This design comes from an exercise in tuning for small area, a short achievable clock period and few clock cycles on the open sky130 flow, not from production work.
The RTL was checked by simulation tests, not by an equivalence proof against the original design.
Power figures rest on the tool's default switching activity, not on a simulated workload.

// alu_muldiv
module alu_muldiv #(
  parameter int unsigned LEN = 32
) (
  input  logic            clk,
  input  logic            rst_n,
  input  logic            flush,
  input  logic            req_valid,
  output logic            req_ready,
  input  logic [alu_pkg::OP_W-1:0] alu_ctrl,
  input  logic [LEN-1:0]  aluop1,
  input  logic [LEN-1:0]  aluop2,
  output logic            resp_valid,
  output logic [LEN-1:0]  aluout,
  output logic            zero
);
Size in the first run: roughly 400 flip-flops, ~110 I/O pins, about 51,000 µm² of cells after synthesis.
clock: 12.0 ns
lec_check: 0
cap_margin: 20
core_margin: 2
core_utilization: 40
place_density: 0.72
slew_margin: 20
tns_end_percent: 30
standard.sh (not shown) runs the stock make flow with config.mk's settings and CLKGATE_MAP_FILE= SYNTH_SCRIPT=/design/flow/synth_recipe.tcl, a recipe that flattens the netlist after the stock synthesis.
==> flow/flow/run.sh <==
#!/bin/bash
# Own flow: the standard layout (standard.sh: unchanged synthesis, floorplan, placement, CTS,
# routing) with the same SDC and clock period. Two settings differ from the defaults:
#  - timing repair is asked to leave a larger setup margin, so the resizer keeps working on paths
#    shorter than the clock period;
#  - every input and output port still gets its own buffer, but a plain buf_4 rather than the
#    delay-style buffer the resizer picks by default.
# ORFS writes each step's full log under orfs/logs/; make's own output goes to standard.log.
set -euo pipefail
export SETUP_SLACK_MARGIN=7.75
export BUFFER_PORTS_ARGS="-buffer_cell sky130_fd_sc_hd__buf_4"
bash standard.sh > standard.log 2>&1
The starting point finished with timing, DRC and antenna clean.
Testbench counts at the start, summed over its fixed seeds: cycles 26,164.
Rerun with:
--- a/flow/flow/run.sh
+++ b/flow/flow/run.sh
@@ -9,3 +9,3 @@
 set -euo pipefail
-export SETUP_SLACK_MARGIN=7.75
+export SETUP_SLACK_MARGIN=8
 export BUFFER_PORTS_ARGS="-buffer_cell sky130_fd_sc_hd__buf_4"
--- a/flow/config.mk
+++ b/flow/config.mk
@@ -12,2 +12 @@
 export SLEW_MARGIN = 20
-export TNS_END_PERCENT = 30
Effect: Worst setup slack degrades by 0.0030 ns; via count climbs by 0.84%; synthesized area is unchanged; clock power climbs by about 4%; count of clock-buffer cells in the layout drops by 6; die area stays the same; flip-flop and latch count stays the same; final area climbs by 4.1%.

* * *

Starting RTL as in the previous note.
// alu_muldiv
module alu_muldiv #(
  parameter int unsigned LEN = 32
) (
  input  logic            clk,
  input  logic            rst_n,
  input  logic            flush,
  input  logic            req_valid,
  output logic            req_ready,
  input  logic [alu_pkg::OP_W-1:0] alu_ctrl,
  input  logic [LEN-1:0]  aluop1,
  input  logic [LEN-1:0]  aluop2,
  output logic            resp_valid,
  output logic [LEN-1:0]  aluout,
  output logic            zero
);
  localparam int unsigned SHAMT_W = $clog2(LEN);
  localparam int unsigned K       = 12;            
  localparam int unsigned ND      = K / 2;         
  localparam int unsigned NSTEP   = 3;
  localparam int unsigned W       = LEN + 17;      
  localparam int unsigned DW      = LEN + 2;       
  localparam int unsigned CW      = SHAMT_W + 1;
  logic                     v_q;         
  logic [alu_pkg::OP_W-1:0] op_q;
  logic [LEN-1:0]           a_q, b_q;    
  logic                     sub_q;
  logic                     busy_q;      
  logic m_f1, m_f2, m_dit, m_post;    
  logic m_mul;
  logic [CW-1:0]            cnt;
  logic                     mo_div, mo_rem, mo_lo, mo_e0, mo_e1;
  logic                     e0_q, e1_q;  
  logic [W-1:0]             acc_s, acc_c;
  logic [LEN-1:0]           pq;          
  logic [5:0]               e_one, e_two, e_neg;   
  logic [1:0]               cout_q;      
  logic                     nlast_q;     
  logic                     asg_q;       
  logic                     asx_q;       
  logic                     smul_q;      
  logic                     sexd_q;      
  logic                     bsg_q;       
  logic                     q_neg, r_neg;
  logic [SHAMT_W:0]         lza_q, lzb_q;    
  logic                     bz_q;            
  logic                     h_v;
  logic                     res_v;
  logic [LEN-1:0]           res;
  logic                     r_v, nrdy_q;
  logic [alu_pkg::OP_W-1:0] r_ctrl;
  logic [LEN-1:0]           r_a, r_b;
  logic accept_c, move_c, r_v_n;
  assign accept_c = req_valid & ~nrdy_q & ~flush;
  logic r_div_c, acc_busy_n;
  assign r_div_c  = r_ctrl[4:2] == 3'b101;
  ...
==> flow/config.mk <==
export PLATFORM = sky130hd
export DESIGN_NAME = alu_muldiv
export DESIGN_NICKNAME = alu_muldiv
export VERILOG_FILES = /design/flow/design.v
export SDC_FILE = /design/flow/constraint.sdc
export NUM_CORES = 4
export LEC_CHECK = 0
export CAP_MARGIN = 20
export CORE_MARGIN = 2
export CORE_UTILIZATION = 40
export PLACE_DENSITY = 0.72
export SLEW_MARGIN = 20
==> flow/constraint.sdc <==
create_clock -name core_clock -period 12.0 [get_ports {clk}]
set_input_delay 2.4000 -clock core_clock [delete_from_list [all_inputs] [get_ports {clk}]]
set_output_delay 2.4000 -clock core_clock [all_outputs]
set_load 0.01 [all_outputs]
==> flow/flow/run.sh <==
#!/bin/bash
# Own flow: the standard layout (standard.sh: unchanged synthesis, floorplan, placement, CTS,
# routing) with the same SDC and clock period. Two settings differ from the defaults:
#  - timing repair is asked to leave a larger setup margin, so the resizer keeps working on paths
#    shorter than the clock period;
#  - every input and output port still gets its own buffer, but a plain buf_4 rather than the
#    delay-style buffer the resizer picks by default.
# ORFS writes each step's full log under orfs/logs/; make's own output goes to standard.log.
set -euo pipefail
export SETUP_SLACK_MARGIN=7.75
export BUFFER_PORTS_ARGS="-buffer_cell sky130_fd_sc_hd__buf_4"
bash standard.sh > standard.log 2>&1
Testbench counts at the start, summed over its fixed seeds: cycles 26,164.
Then changed:
TNS_END_PERCENT = 60   (was unset)
=> Synthesized cell count does not change. Power came out higher by 0.34%. Via count went down by 0.39%.

re-timing with driven ports:
How much do the figures lean on ideal ports? The routed layouts below were timed once more, with nothing changed but the port constraints. Step 1: set_driving_cell puts a clkbuf_16 on clk and a buf_2 on each other input, an assumption about the parent block. Step 2 moves the port delays by t, midway between the first and last clock arrival at a register: inputs arrive t later, outputs are due t later. That takes back most of the time a late clock gives input paths. Slacks: no drivers / after step 1 / after step 2; pairs: no drivers / after step 1.
| run | t (ns) | setup slack, ns | worst hold slack (ns) | worst setup path at the end | slew at the worst register clock pin (ns) |
|---|---|---|---|---|---|
| the first run of note 1 | 0.738 | 7.550 / 7.550 / 7.550 | 0.353 / 0.353 / 0.353 | register to register | 0.08 / 0.08 |
| the second run of note 1 | 0.745 | 7.547 / 7.547 / 7.547 | 0.347 / 0.347 / 0.347 | register to register | 0.08 / 0.08 |
| the first run of note 2 | 0.735 | 7.644 / 7.644 / 7.644 | 0.353 / 0.353 / 0.353 | register to register | 0.08 / 0.08 |
| the second run of note 2 | 0.733 | 7.591 / 7.591 / 7.591 | 0.353 / 0.353 / 0.353 | register to register | 0.08 / 0.08 |
After both steps setup and hold are still met in every run listed.
